This is an optimization exercise on Yosys and OpenROAD, whose aim is small area and a short achievable clock period, not a production implementation. The RTL was checked by simulation tests, not by an equivalence proof against the original design. Power figures rest on the tool's default switching activity, not on a simulated workload.

===== flow/design.v =====
`default_nettype none
package bdpd_pkg;
    localparam int unsigned VALUE_W = 32;
    localparam int unsigned POS_W   = 16;
    localparam int unsigned COUNT_W = 7;
    typedef enum logic [1:0] {
        CMD_PUSH_FRONT = 2'd0,
        CMD_POP_FRONT  = 2'd1,
        CMD_POP_BACK   = 2'd2,
        CMD_DELETE_AT  = 2'd3
    } cmd_t;
    typedef enum logic [1:0] {
        ST_DONE    = 2'd0,
        ST_EMPTY   = 2'd1,
        ST_FULL    = 2'd2,
        ST_IGNORED = 2'd3
    } status_t;
    typedef enum logic [1:0] {
        CELL_HOLD   = 2'd0,
        CELL_PUSH   = 2'd1,
        CELL_REMOVE = 2'd2
    } cell_op_t;
    typedef struct packed {
        cell_op_t           op;
        logic [POS_W-1:0]   del_idx;
    } cell_ctl_t;
    typedef struct packed {
        cmd_t                       command;
        logic signed [VALUE_W-1:0]  value;
        logic signed [POS_W-1:0]    position;
    } in_word_t;
    typedef struct packed {
        status_t                    status;
        logic [COUNT_W-1:0]         count;
        logic signed [VALUE_W-1:0]  front_value;
        logic signed [VALUE_W-1:0]  back_value;
    } out_word_t;
endpackage
`default_nettype wire
`default_nettype none
module bdpd_cell (
    input  wire logic                                clk,
    input  wire logic                                push,
    input  wire logic                                remove,
    input  wire logic [bdpd_pkg::VALUE_W-1:0]        left_value,
    input  wire logic [bdpd_pkg::VALUE_W-1:0]        right_value,
    output logic [bdpd_pkg::VALUE_W-1:0]             value
);
    always_ff @(posedge clk)
    begin
        if (push)
            value <= left_value;
        else if (remove)
            value <= right_value;
    end
endmodule
`default_nettype wire
`default_nettype none
module bdpd_ctrl #(
    parameter int DEPTH   = 32,
    parameter int COUNT_W = 6
) (
    input  wire logic                  start,
    input  wire bdpd_pkg::in_word_t    item,
    input  wire logic [DEPTH-1:0]      valid,
    input  wire logic [COUNT_W-1:0]    count,
    output logic                       push_en,
    output logic                       rem_en,
    output logic                       back_in,
    output logic                       back_pen,
    output logic                       front_clr,
    output logic [DEPTH-1:0]           shift,
    output bdpd_pkg::status_t          status
);
    logic                 is_push;
    logic                 is_popf;
    logic                 is_popb;
    logic                 is_del;
    logic                 pos_small;
    logic [COUNT_W-1:0]   p;
    logic                 del_ok;
    logic                 empty;
    logic                 full;
    assign empty     = ~valid[0];
    assign full      = valid[DEPTH-1];
    assign is_push   = start & (item.command == bdpd_pkg::CMD_PUSH_FRONT);
    assign is_popf   = start & (item.command == bdpd_pkg::CMD_POP_FRONT);
    assign is_popb   = start & (item.command == bdpd_pkg::CMD_POP_BACK);
    assign is_del    = start & (item.command == bdpd_pkg::CMD_DELETE_AT);
    assign pos_small = (item.position[bdpd_pkg::POS_W-1:COUNT_W] == '0);
    assign p         = item.position[COUNT_W-1:0];
    assign del_ok    = pos_small & (p <= count);
    assign push_en   = is_push & ~full;
    assign rem_en    = ~empty & (is_popf | is_popb | (is_del & del_ok));
    assign back_in   = push_en & empty;
    assign back_pen  = rem_en & (is_popb | ~valid[1] | (is_del & (p == count)));
    assign front_clr = is_popb & ~valid[1];
    for (genvar i = 0; i < DEPTH; i++)
    begin : g_shift
        assign shift[i] = is_popf | (is_del & pos_small & (p <= COUNT_W'(i + 1)));
    end
    always_comb
    begin
        status = bdpd_pkg::ST_DONE;
        case (item.command)
            bdpd_pkg::CMD_PUSH_FRONT: if (full)  status = bdpd_pkg::ST_FULL;
            bdpd_pkg::CMD_POP_FRONT:  if (empty) status = bdpd_pkg::ST_EMPTY;
            bdpd_pkg::CMD_POP_BACK:   if (empty) status = bdpd_pkg::ST_EMPTY;
            default:
                if (empty)        status = bdpd_pkg::ST_EMPTY;
                else if (!del_ok) status = bdpd_pkg::ST_IGNORED;
        endcase
    end
endmodule
`default_nettype wire
`default_nettype none
module bounded_deque_positional_delete_core #(
    parameter int DEPTH = 32
) (
    input  wire logic                  clk,
    input  wire logic                  rst_n,
    input  wire logic                  start,
    input  wire logic [49:0]           item,
    output logic                       busy,
    output logic                       done,
    output logic [72:0]                result
);
    localparam int W       = bdpd_pkg::VALUE_W;
    localparam int COUNT_W = $clog2(DEPTH + 1);
    bdpd_pkg::in_word_t     item_w;
    assign item_w = item;
    logic [W-1:0]           word [DEPTH];
    logic [DEPTH-1:0]       valid;
    logic [COUNT_W-1:0]     count;
    bdpd_pkg::status_t      status;
    logic                   done_reg;
    logic [W-1:0]           back;
    logic                   push_en;
    logic                   rem_en;
    logic                   back_in;
    logic                   back_pen;
    logic                   front_clr;
    logic [DEPTH-1:0]       shift;
    bdpd_pkg::status_t      status_next;
    logic [W-1:0]           pen;
    logic [DEPTH:0]         valid_up;
    assign valid_up = {1'b0, valid};
    bdpd_ctrl #(
        .DEPTH   (DEPTH),
        .COUNT_W (COUNT_W)
    ) u_ctrl (
        .start     (start),
        .item      (item_w),
        .valid     (valid),
        .count     (count),
        .push_en   (push_en),
        .rem_en    (rem_en),
        .back_in   (back_in),
        .back_pen  (back_pen),
        .front_clr (front_clr),
        .shift     (shift),
        .status    (status_next)
    );
    always_ff @(posedge clk or negedge rst_n)
    begin
        if (!rst_n)
            word[0] <= '0;
        else if (push_en)
            word[0] <= item_w.value;
        else if (shift[0])
            word[0] <= valid[1] ? word[1] : '0;
        else if (front_clr)
            word[0] <= '0;
    end
    for (genvar i = 1; i < DEPTH; i++)
    begin : g_cell
        if (i < DEPTH - 1)
        begin : g_mid
            bdpd_cell u_cell (
                .clk         (clk),
                .push        (push_en),
                .remove      (shift[i]),
                .left_value  (word[i-1]),
                .right_value (word[i+1]),
                .value       (word[i])
            );
        end
        else
        begin : g_last
            bdpd_cell u_cell (
                .clk         (clk),
                .push        (push_en),
                .remove      (1'b0),
                .left_value  (word[i-1]),
                .right_value (word[i]),
                .value       (word[i])
            );
        end
    end
    always_comb
    begin
        pen = '0;
        for (int i = 0; i < DEPTH - 1; i++)
        begin
            if (valid[i+1] && !valid_up[i+2])
                pen = pen | word[i];
        end
    end
    always_ff @(posedge clk or negedge rst_n)
    begin
        if (!rst_n)
        begin
            valid    <= '0;
            count    <= '0;
            status   <= bdpd_pkg::ST_DONE;
            done_reg <= 1'b0;
            back     <= '0;
        end
        else
        begin
            done_reg <= start;
            if (start)
                status <= status_next;
            if (push_en)
            begin
                valid <= {valid[DEPTH-2:0], 1'b1};
                count <= count + COUNT_W'(1);
            end
            else if (rem_en)
            begin
                valid <= {1'b0, valid[DEPTH-1:1]};
                count <= count - COUNT_W'(1);
            end
            if (back_in)
                back <= item_w.value;
            else if (back_pen)
                back <= pen;
        end
    end
    assign busy   = 1'b0;
    assign done   = done_reg;
    assign result = {status, bdpd_pkg::COUNT_W'(count), word[0], back};
endmodule
`default_nettype wire

===== flow/run.sh =====
#!/bin/bash
# synth_recipe.tcl (not shown) runs the flow's synth.tcl, then flattens the netlist and writes it again
# the make line also repeats each setting of config.mk as NAME=value (left out here)
make -C /OpenROAD-flow-scripts/flow DESIGN_CONFIG=/design/flow/config.mk WORK_HOME=/design/flow/orfs CLKGATE_MAP_FILE= SYNTH_SCRIPT=/design/flow/synth_recipe.tcl finish

===== flow/config.mk =====
export PLATFORM = sky130hd
export DESIGN_NAME = bounded_deque_positional_delete_core
export DESIGN_NICKNAME = bounded_deque_positional_delete_core
export VERILOG_FILES = /design/flow/design.v
export SDC_FILE = /design/flow/constraint.sdc
export NUM_CORES = 4
export LEC_CHECK = 0
export CAP_MARGIN = 20
export CORE_MARGIN = 2
export CORE_UTILIZATION = 35
export PLACE_DENSITY = 0.5
export SLEW_MARGIN = 20

===== flow/constraint.sdc =====
create_clock -name core_clock -period 6.0 [get_ports {clk}]
set_input_delay 1.2000 -clock core_clock [delete_from_list [all_inputs] [get_ports {clk}]]
set_output_delay 1.2000 -clock core_clock [all_outputs]
set_load 0.01 [all_outputs]

==> results of run 1 <==
## cell families after synthesis
group | count (synthesis) | synth area share
AO/OA/AOI/OAI | 686 | 0.1003
XOR/XNOR | 5 | 0.0008287
adder cells (fa/ha/maj) | 16 | 0.003930
buffers and inverters | 384 | 0.02997
flip-flops | 1097 | 0.6134
multiplexers | 4 | 0.0007813
other | 1 | 0.00007095
AND/OR/NAND/NOR | 3345 | 0.2508
## stage by stage
step | std cells | hold WS (ps) | worst slack (ps)
after floorplan | 5539 | 449.8 | 392.0
after global placement | 7435 | 481.3 | 1165
after detailed placement | 7437 | 469.5 | 1127
after CTS | 7659 | 470.8 | 1900
after global routing | 7659 | 505.8 | 1817
final | 7662 | 463.2 | 1846
## layer usage
metal	track usage	vias to the layer above
li1	-	19180
met1	0.4048	21940
met2	0.4401	2745
met3	0.06111	432
met4	0.09739	4
met5	0	-
## area by class of cell
class	count	area, um2
sequential	1097	32420
inverter	17	71.32
timing repair buffer	249	2524
tap	2016	2522
fill	14910	89200
antenna	3	7.507
multi-input combinational	4058	19440
clock buffer	169	3372
clock inverter	53	392.9
## how the worst max path moves through the flow
stage,startpoint,to,slack [ps],depth (start not counted)
finish,item[49],g_cell[17].g_mid.u_cell.value[15],1850,7
global route,item[49],g_cell[8].g_mid.u_cell.value[17],1820,8
CTS,item[49],g_cell[17].g_mid.u_cell.value[15],1900,7
detailed placement,item[49],g_cell[17].g_mid.u_cell.value[17],1130,7
global placement,item[48],g_cell[17].g_mid.u_cell.value[16],1170,7
floorplan,item[11],g_cell[8].g_mid.u_cell.value[0],390,6
## synth_stat cells, drive strengths merged (2+ instances only)
cell type / instances / share of area
a21oi: 39 / 0.0037
xor2: 2 / 0.00033
a31oi: 33 / 0.0039
nor2: 52 / 0.0037
o31ai: 3 / 0.00043
nand3b: 28 / 0.0040
a32o: 2 / 0.00038
nor3: 19 / 0.0018
o21ai: 93 / 0.0088
o211ai: 16 / 0.0023
and3: 3 / 0.00036
buf: 111 / 0.011
and2: 56 / 0.0066
a222oi: 32 / 0.0061
a221o: 33 / 0.0063
a211oi: 3 / 0.00043
a22oi: 146 / 0.021
nand3: 29 / 0.0027
dfrtp: 105 / 0.050
a21o: 3 / 0.00043
a221oi: 144 / 0.024
a22o: 123 / 0.020
and3b: 6 / 0.00099
inv: 17 / 0.0012
clkbuf: 256 / 0.018
nand4: 65 / 0.0078
or2: 5 / 0.00059
o311ai: 3 / 0.00050
nor4: 6 / 0.0016
nor2b: 34 / 0.0040
nand2: 3035 / 0.22
or4: 3 / 0.00043
a2111oi: 2 / 0.00033
xnor2: 3 / 0.00050
o31a: 2 / 0.00033
edfxtp: 992 / 0.56
ha: 15 / 0.0036
mux2i: 3 / 0.00057
## worst register-to-register path, stage by stage, from the launching register on
cell      delay, ps
dfrtp_1         830
buf_4           450
nand3b_1        170
o21ai_0         250
or4_1           610
nor4_1          780
nand3_1         190
o311a_1         170
## report_power, final
group / total (mW) / switching, mW / internal (mW)
clock: 7.35 / 3.25 / 4.10
combinational: 9.04 / 6.29 / 2.75
sequential: 10.8 / 1.31 / 9.53
==> results by group, run 1 <==
Pwr
  – Power density cells: 448.0 mW/mm2
  – P_leak: 24.65 nW
  – VDD IR max: 265.9 uV
  – Tot Pwr: 27.22 mW

Global routing
  – Initial antenna violation count: 7
  – Total global routing overflow: 0
  – Total GRT Usage: 0.2879
  – Pin count of the biggest net entering global routing: about 220
  – Global-route wire length before repair: 315.3 mm
  – Vias in the first global route: 40750

Route
  – Metal3 WL: about 26 mm
  – DRC errors left: 0
  – Final wirelength: 225.3 mm
  – Via/cell ratio: 5.782
  – WL met2: 99.59 mm
  – DR pass1 iterations: 9
  – M1 wire length: around 92 mm
  – Highest Signal Layer: met5
  – WL/cell: 29.40 um
  – Routed Antenna Nets: 0
  – Starting DRT DRC Count: about 7400
  – Detailed-route via count: between 40000 and 50000

STA
  – Highest clock rate: 240.7 MHz
  – Fin crit share: 0.6924
  – Fin. Hold Viols: 0
  – Final Max Tran Viols: 0
  – Setup TNS: 0 ps
  – Rel. slew slack: 0.1354
  – Clock period minus final worst setup slack: about 4200 ps
  – RSZ-0062 raised after global routing: no
  – Final clock skew: 24.53 ps
  – Worst Max-Slew Pin Slew: 1287 ps
  – Final setup viols: 0

Setup path
  – Worst path arrival time: 4520 ps
  – Crit. End Element: register
  – Cell Chain, Critical Path: clkdlybuf4s50_1 > ha_1 > and2_1 > nand4_2 > or2_2 > o21ai_4 > buf_4
  – Max FO, Critical Path: 19
  – Cell family with most CP delay: buffers and inverters
  – Worst r2r src: valid[3]
  – Critical-path top delay cell: o21ai_4
  – Worst Reg2Reg Path Length in Cells: 7
  – Max stage delay on crit path: 880 ps
  – Startpoint types: input pin
  – Worst path bufs/invs: 2
  – CP required: 6370 ps
  – Critical R2R Capture: back[4]
  – R2R setup slack: about 2400 ps
  – Critical setup path kind: in -> reg

Floorplan
  – I/O Pins: 128
  – Core Box Area: roughly 0.15 mm2
  – Starting Density: 0.3524
  – Die Ht: 392.6 um
  – DIE WIDTH: 392.6 um
  – Num rows: between 100 and 150
  – Die area: roughly 0.15 mm2

Clock tree
  – CTS root buf: clkbuf_16
  – H-tree levels: 3
  – CTS tree: yes
  – Clock Sinks: 1097
  – Total CTS buffers: 118
  – Post-CTS sizing: 0
  – Post-CTS setup buffers: 0
  – Cts-stage hold buffer count: 0
  – Clk slew on worst S/H paths: 60 ps
  – Clock latency (worst-skew pair): 750 ps
  – Clock buffer depth: 3

Finish
  – Most common cell after layout, fill and taps aside: nand2_1
  – Layout cells sized above 1: 0.06645
  – Final net count: 5610
  – Biggest register: g_cell.g_mid.u_cell.value
  – Finished Cell Area: 0.06075 mm2
  – Final Util: 0.4051
  – P&R area growth vs syn: 14.95%
  – Largest register FFs: 960
  – Most frequent cells in the layout: 3030 x nand2_1, 992 x edfxtp_1, 146 x a22oi_1

Synthesis
  – Syn. warnings: 36
  – Average size of a mapped cell: 9.543 um2
  – Ys async rst share: 0.09572
  – Synth Register Bits: 1097
  – Synth Instances: 5538
  – Seq/Total Area, Yosys: 0.6134
  – EDFF count, synth: 992
  – Distinct cells, synth: 63
  – Most used DFF post-synth: edfxtp_1
  – Synthesized area: around 0.053 mm2

Place
  – Placed inst area: 0.05696 mm2
  – DP Wirelength: 132.8 mm
  – GP Congestion: 0.8616
  – Port bufs: 125

Run
  – Max Cap Viol: 0

Run status
  – Run status: finished clean

Min path
  – Hold Path Class: in -> async
==> run 2, diff against run 1 <==
--- a/flow/design.v
+++ b/flow/design.v
@@ -46,12 +46,13 @@
     input  wire logic [bdpd_pkg::VALUE_W-1:0]        right_value,
     output logic [bdpd_pkg::VALUE_W-1:0]             value
 );
+    logic hold;
+    assign hold = ~push & ~remove;
     always_ff @(posedge clk)
     begin
-        if (push)
-            value <= left_value;
-        else if (remove)
-            value <= right_value;
+        value <= ({bdpd_pkg::VALUE_W{push}}   & left_value)
+               | ({bdpd_pkg::VALUE_W{remove}} & right_value)
+               | ({bdpd_pkg::VALUE_W{hold}}   & value);
     end
 endmodule
 `default_nettype wire
@@ -62,7 +63,6 @@
 ) (
     input  wire logic                  start,
     input  wire bdpd_pkg::in_word_t    item,
-    input  wire logic [DEPTH-1:0]      valid,
     input  wire logic [COUNT_W-1:0]    count,
     output logic                       push_en,
     output logic                       rem_en,
@@ -81,20 +81,23 @@
     logic                 del_ok;
     logic                 empty;
     logic                 full;
-    assign empty     = ~valid[0];
-    assign full      = valid[DEPTH-1];
+    logic                 single;
+    assign empty     = (count == '0);
+    assign full      = count[COUNT_W-1];
+    assign single    = (count == COUNT_W'(1));
     assign is_push   = start & (item.command == bdpd_pkg::CMD_PUSH_FRONT);
     assign is_popf   = start & (item.command == bdpd_pkg::CMD_POP_FRONT);
     assign is_popb   = start & (item.command == bdpd_pkg::CMD_POP_BACK);
     assign is_del    = start & (item.command == bdpd_pkg::CMD_DELETE_AT);
-    assign pos_small = (item.position[bdpd_pkg::POS_W-1:COUNT_W] == '0);
+    assign pos_small = ~|item.position[bdpd_pkg::POS_W-1:COUNT_W];
     assign p         = item.position[COUNT_W-1:0];
     assign del_ok    = pos_small & (p <= count);
     assign push_en   = is_push & ~full;
     assign rem_en    = ~empty & (is_popf | is_popb | (is_del & del_ok));
     assign back_in   = push_en & empty;
-    assign back_pen  = rem_en & (is_popb | ~valid[1] | (is_del & (p == count)));
-    assign front_clr = is_popb & ~valid[1];
+    assign back_pen  = (rem_en & (is_popb | single | (is_del & (p == count))))
+                     | (start & ~is_push & empty);
+    assign front_clr = (start & ~is_push & empty) | (is_popb & single);
     for (genvar i = 0; i < DEPTH; i++)
     begin : g_shift
         assign shift[i] = is_popf | (is_del & pos_small & (p <= COUNT_W'(i + 1)));
@@ -130,7 +133,6 @@
     bdpd_pkg::in_word_t     item_w;
     assign item_w = item;
     logic [W-1:0]           word [DEPTH];
-    logic [DEPTH-1:0]       valid;
     logic [COUNT_W-1:0]     count;
     bdpd_pkg::status_t      status;
     logic                   done_reg;
@@ -143,15 +145,14 @@
     logic [DEPTH-1:0]       shift;
     bdpd_pkg::status_t      status_next;
     logic [W-1:0]           pen;
-    logic [DEPTH:0]         valid_up;
-    assign valid_up = {1'b0, valid};
+    logic                   front_keep;
+    logic                   two;
     bdpd_ctrl #(
         .DEPTH   (DEPTH),
         .COUNT_W (COUNT_W)
     ) u_ctrl (
         .start     (start),
         .item      (item_w),
-        .valid     (valid),
         .count     (count),
         .push_en   (push_en),
         .rem_en    (rem_en),
@@ -161,16 +162,13 @@
         .shift     (shift),
         .status    (status_next)
     );
-    always_ff @(posedge clk or negedge rst_n)
-    begin
-        if (!rst_n)
-            word[0] <= '0;
-        else if (push_en)
-            word[0] <= item_w.value;
-        else if (shift[0])
-            word[0] <= valid[1] ? word[1] : '0;
-        else if (front_clr)
-            word[0] <= '0;
+    assign two = |count[COUNT_W-1:1];
+    assign front_keep = ~push_en & ~shift[0] & ~front_clr;
+    always_ff @(posedge clk)
+    begin
+        word[0] <= ({W{push_en}}                & item_w.value)
+                 | ({W{~push_en & shift[0] & two}} & word[1])
+                 | ({W{front_keep}}             & word[0]);
     end
     for (genvar i = 1; i < DEPTH; i++)
     begin : g_cell
@@ -202,39 +200,33 @@
         pen = '0;
         for (int i = 0; i < DEPTH - 1; i++)
         begin
-            if (valid[i+1] && !valid_up[i+2])
+            if (count == COUNT_W'(i + 2))
                 pen = pen | word[i];
         end
+    end
+    always_ff @(posedge clk)
+    begin
+        if (start)
+            status <= status_next;
+        if (back_in)
+            back <= item_w.value;
+        else if (back_pen)
+            back <= pen;
     end
     always_ff @(posedge clk or negedge rst_n)
     begin
         if (!rst_n)
         begin
-            valid    <= '0;
             count    <= '0;
-            status   <= bdpd_pkg::ST_DONE;
             done_reg <= 1'b0;
-            back     <= '0;
         end
         else
         begin
             done_reg <= start;
-            if (start)
-                status <= status_next;
             if (push_en)
-            begin
-                valid <= {valid[DEPTH-2:0], 1'b1};
                 count <= count + COUNT_W'(1);
-            end
             else if (rem_en)
-            begin
-                valid <= {1'b0, valid[DEPTH-1:1]};
                 count <= count - COUNT_W'(1);
-            end
-            if (back_in)
-                back <= item_w.value;
-            else if (back_pen)
-                back <= pen;
         end
     end
     assign busy   = 1'b0;
--- a/flow/config.mk
+++ b/flow/config.mk
@@ -7,6 +7,8 @@
 export LEC_CHECK = 0
 export CAP_MARGIN = 20
 export CORE_MARGIN = 2
-export CORE_UTILIZATION = 35
-export PLACE_DENSITY = 0.5
+export CORE_UTILIZATION = 45
+export PLACE_DENSITY = 0.55
+export SETUP_SLACK_MARGIN = 3.3
 export SLEW_MARGIN = 20
+export TNS_END_PERCENT = 5
==> run 2 against run 1 <==
  * Combinational power is 24% lower
  * Sequential share of layout area is 16 points lower
  * Die area shrank 30%
  * Clock power grew 2%
  * Still clean
  * Area after synthesis is 10% lower
  * Total power shrank 14%
  * Routed wire length grew 26%
  * Utilization up 15 points
  * Hold slack got worse by 8.3 ps
==> results by group, run 2 <==
Run status
  – Run status: finished clean (unchanged)

Clock tree
  – Clk slew on worst S/H paths: 60 ps (about the same)
  – Clock buffer depth: 3 (unchanged)
  – CTS tree: yes (unchanged)
  – H-tree levels: 3 (unchanged)
  – CTS root buf: clkbuf_16 (unchanged)
  – Clock latency (worst-skew pair): 760 ps (was 750 ps)
  – Clock Sinks: 1065 (was 1097)
  – Total CTS buffers: 116 (was 118)

Pwr
  – Tot Pwr: 23.51 mW (was 27.22 mW)
  – VDD IR max: 283.1 uV (was 265.9 uV)
  – P_leak: 24.86 nW (was 24.65 nW)
  – Power density cells: 401.6 mW/mm2 (was 448.0 mW/mm2)

STA
  – Highest clock rate: 322.9 MHz (was 240.7 MHz)
  – Final Max Tran Viols: 0 (unchanged)
  – Setup TNS: 0 ps (unchanged)
  – Fin crit share: 0.5161 (was 0.6924)
  – Rel. slew slack: 0.2700 (was 0.1354)
  – RSZ-0062 raised after global routing: yes (was no)
  – Worst Max-Slew Pin Slew: 1093 ps (was 1287 ps)
  – Fin. Hold Viols: 0 (unchanged)
  – Final clock skew: 37.95 ps (was 24.53 ps)
  – Hold WS: 454.8 ps (was 463.2 ps)
  – Setup ws final: 2904 ps (was 1846 ps)
  – Clock period minus final worst setup slack: 3097 ps (was 4154 ps)
  – Final setup viols: 0 (unchanged)

Place
  – Port bufs: 125 (unchanged)
  – Inst Count DP: 6519 (was 7437)
  – DP Worst Slack: 1397 ps (was 1127 ps)
  – Placed inst area: 0.05077 mm2 (was 0.05696 mm2)
  – DP Wirelength: 150.5 mm (was 132.8 mm)
  – GP Congestion: 0.9525 (was 0.8616)

Finish
  – Layout cells sized above 1: 0.1378 (was 0.06645)
  – Most frequent cells in the layout: 1013 x nand2_1, 982 x dfxtp_1, 701 x a22oi_1 (was 3030 x nand2_1, 992 x edfxtp_1, 146 x a22oi_1)
  – Finished Cell Area: 0.05854 mm2 (was 0.06075 mm2)
  – Final Util: 0.5577 (was 0.4051)
  – Most common cell after layout, fill and taps aside: nand2_1 (unchanged)
  – Largest regs: g_cell.g_mid.u_cell.value (960), back (32), word (32)
  – Non-filler instance count after layout: 6988 (was 7662)
  – Largest register FFs: 960 (unchanged)
  – Biggest register: g_cell.g_mid.u_cell.value (unchanged)
  – Final net count: 5527 (was 5610)
  – P&R area growth vs syn: 23.23% (was 14.95%)

Global routing
  – Initial antenna violation count: 29 (was 7)
  – Vias in the first global route: 45760 (was 40750)
  – Total GRT Usage: 0.4970 (was 0.2879)
  – Pin count of the biggest net entering global routing: 149 (was 223)
  – Total global routing overflow: 0 (unchanged)
  – Global-route wire length before repair: 377.6 mm (was 315.3 mm)

Synthesis
  – Ys async rst share: 0.006573 (was 0.09572)
  – Average size of a mapped cell: 8.889 um2 (was 9.543 um2)
  – Syn. warnings: 36 (unchanged)
  – Synth Register Bits: 1065 (was 1097)
  – Most used DFF post-synth: dfxtp_1 (was edfxtp_1)
  – Leading area contributor after synthesis: dfxtp_1 (was edfxtp_1)
  – Synth top area share: 0.4181 (was 0.5636)
  – Largest cells by area after synthesis: dfxtp_1 42%, a22oi_1 11%, nand2_1 8.1% (was edfxtp_1 56%, nand2_1 22%, dfrtp_1 5.0%)
  – EDFF count, synth: 66 (was 992)
  – Synth Instances: 5344 (was 5538)
  – Distinct cells, synth: 73 (was 63)
  – Seq/Total Area, Yosys: 0.4635 (was 0.6134)
  – Synthesized area: 0.04750 mm2 (was 0.05285 mm2)
  – Commonest cells post-synth: 1019 x nand2_1, 992 x dfxtp_1, 701 x a22oi_1, 401 x clkbuf_1, 395 x nand3_1 (was 3035 x nand2_1, 992 x edfxtp_1, 256 x clkbuf_1, 146 x a22oi_1, 144 x a221oi_1)
  – Most numerous cell in the Yosys netlist: nand2_1 (unchanged)

Floorplan
  – Die Ht: 328.9 um (was 392.6 um)
  – Starting Density: 0.4525 (was 0.3524)
  – I/O Pins: 128 (unchanged)
  – DIE WIDTH: 328.9 um (was 392.6 um)
  – Core Box Area: 0.1050 mm2 (was 0.1500 mm2)
  – Num rows: 119 (was 142)
  – Die area: 0.1082 mm2 (was 0.1541 mm2)

Route
  – DR pass1 iterations: 10 (was 9)
  – Via/cell ratio: 7.563 (was 5.782)
  – DRC errors left: 0 (unchanged)
  – Starting DRT DRC Count: 10150 (was 7426)
  – WL/cell: 40.64 um (was 29.40 um)
  – Final wirelength: 284.0 mm (was 225.3 mm)
  – Routed Antenna Nets: 0 (unchanged)
  – Detailed-route via count: 52850 (was 44310)

Setup path
  – CP required: 6450 ps (was 6370 ps)
  – Startpoint types: register (was input pin)
  – Cell Chain, Critical Path: inv_4 > ha_2 > buf_12 > nor3b_4 > buf_12 > buf_12 > and3_1 > a2111oi_0 > nand3_1 > o32a_1 (was clkdlybuf4s50_1 > ha_1 > and2_1 > nand4_2 > or2_2 > o21ai_4 > buf_4)
  – Crit. End Element: register (unchanged)
  – Worst path arrival time: 3540 ps (was 4520 ps)
  – Worst path bufs/invs: 4 (was 2)
  – Max stage delay on crit path: 490 ps (was 880 ps)
  – Cell family with most CP delay: compound AO/OA/AOI/OAI gates (was buffers and inverters)
  – Crit path top cell by count: buf_12
  – Critical-path top delay cell: a2111oi_0 (was o21ai_4)
  – Critical setup path kind: reg -> reg (was in -> reg)
  – Max FO, Critical Path: 9 (was 19)

Run
  – Max Cap Viol: 0 (unchanged)

Min path
  – Hold Path Class: reg -> reg (was in -> async)
-- run 2: changes by cell type in the layout (fill, tap and decap cells not counted), sizes merged, moves of 83 or more --
cell	change
a221oi	-141
a22o	-83
nor2b	+202
inv	+94
a22oi	+555
nand3	+366
nand4	+86
nand2	-2016
buf	+233
and3	+244
a221o	+323
edfxtp	-926
dfrtp	-98
dfxtp	+992
-- run 2: area by class of cell --
| type | instances | area, um2 |
|---|---|---|
| clock inverters | 51 | 613.1 |
| multi-input cells | 3675 | 24430 |
| repair inverters | 3 | 26.28 |
| repair buffers | 490 | 5854 |
| fillers | 9427 | 46430 |
| diodes | 39 | 97.59 |
| well taps | 1391 | 1740 |
| clock buffers | 167 | 3294 |
| flip-flops and latches | 1065 | 22040 |
| inverters | 107 | 442.9 |
-- run 2: tightest hold or removal path, cell delays in order (launching register included) --
cell      delay, ps
edfxtp_1        320
a22oi_1          60
nand2_1          50
-- run 2: path summary, 6_finish.rpt --
path	end	depth (start not counted)	slack (ps)	start
hold reg to reg	g_cell[30].g_mid.u_cell.value[17]	2	450	register
setup / recovery	back[24]	10	2900	count[0]
max in group asynchronous	count[4]	1	4810	rst_n
min in group asynchronous	done_reg	1	780	rst_n
hold / removal	g_cell[30].g_mid.u_cell.value[17]	2	450	register
setup reg to reg	back[24]	10	2900	count[0]
-- run 2: kinds of logic after synthesis --
| family | Yosys count | share of synthesized area |
|---|---|---|
| muxes | 5 | 0.001212 |
| AOI/OAI and AO/OA | 1451 | 0.2555 |
| DFF | 1065 | 0.4635 |
| and+or+nand+nor | 2186 | 0.2232 |
| other | 1 | 0.00007894 |
| xor gates and xnor gates | 4 | 0.0007374 |
| adders and majority gates | 16 | 0.004214 |
| buffers and inverters | 616 | 0.05162 |
-- run 2: power breakdown --
group          internal (mW)  total, mW  switching, mW  leakage, nW
Combinational           2.02       6.84           4.82         14.2
Sequential              8.02       9.15           1.13         8.75
Clock                   4.29       7.52           3.23         1.93
Total                   14.3       23.5           9.18         24.9
-- run 2: routing by layer --
metal / GRT usage / wire, um / vias to the layer above
met5: 0.01913 / 279 / -
met4: 0.3801 / 27210 / 10
met3: 0.1974 / 45640 / 1464
met2: 0.6655 / 110200 / 5229
met1: 0.6326 / 100700 / 25520
li1: - / - / 20630
-- run 2: repair_timing --
action | 4_1_cts | 5_1_grt
resized for setup | 326 | 90
hold buffers | 0 | 0
buffers inserted | 140 | 30
pin swaps | 54 | 13
cloned | 33 | 9
endpoints found under the setup margin | 1165 | 1131

==> afterwards: timing with drivers on the ports <==
In the flow no input, the clock included, has a driving cell. The finished layouts below were timed again as built, in two steps.
Step 1 (the two cells are an assumption about what drives the block):
set clk [get_ports {clk}]
set_driving_cell -lib_cell sky130_fd_sc_hd__clkbuf_16 $clk
set_driving_cell -lib_cell sky130_fd_sc_hd__buf_2 [delete_from_list [all_inputs] $clk]
Step 2 also shifts input and output timing later by t, the mid clock arrival at the registers, as if the neighbouring blocks saw the same clock.
Three values: ideal, step 1, step 2; two values: the first two.
| run | shift t [ns] | setup slack, ns | worst setup path after step 2 | latest minus earliest clock arrival (ns) |
|---|---|---|---|---|
| run 1 | 0.819 | 1.846 / 1.896 / 1.077 | input to register | 0.034 / 0.034 |
| run 2 | 0.821 | 2.904 / 2.904 / 2.233 | input to register | 0.049 / 0.049 |
After both steps setup and hold are still met in every run listed. For run 1, which loses most, drivers alone change the setup slack by +0.050 ns; drivers and shift together by -0.769 ns.
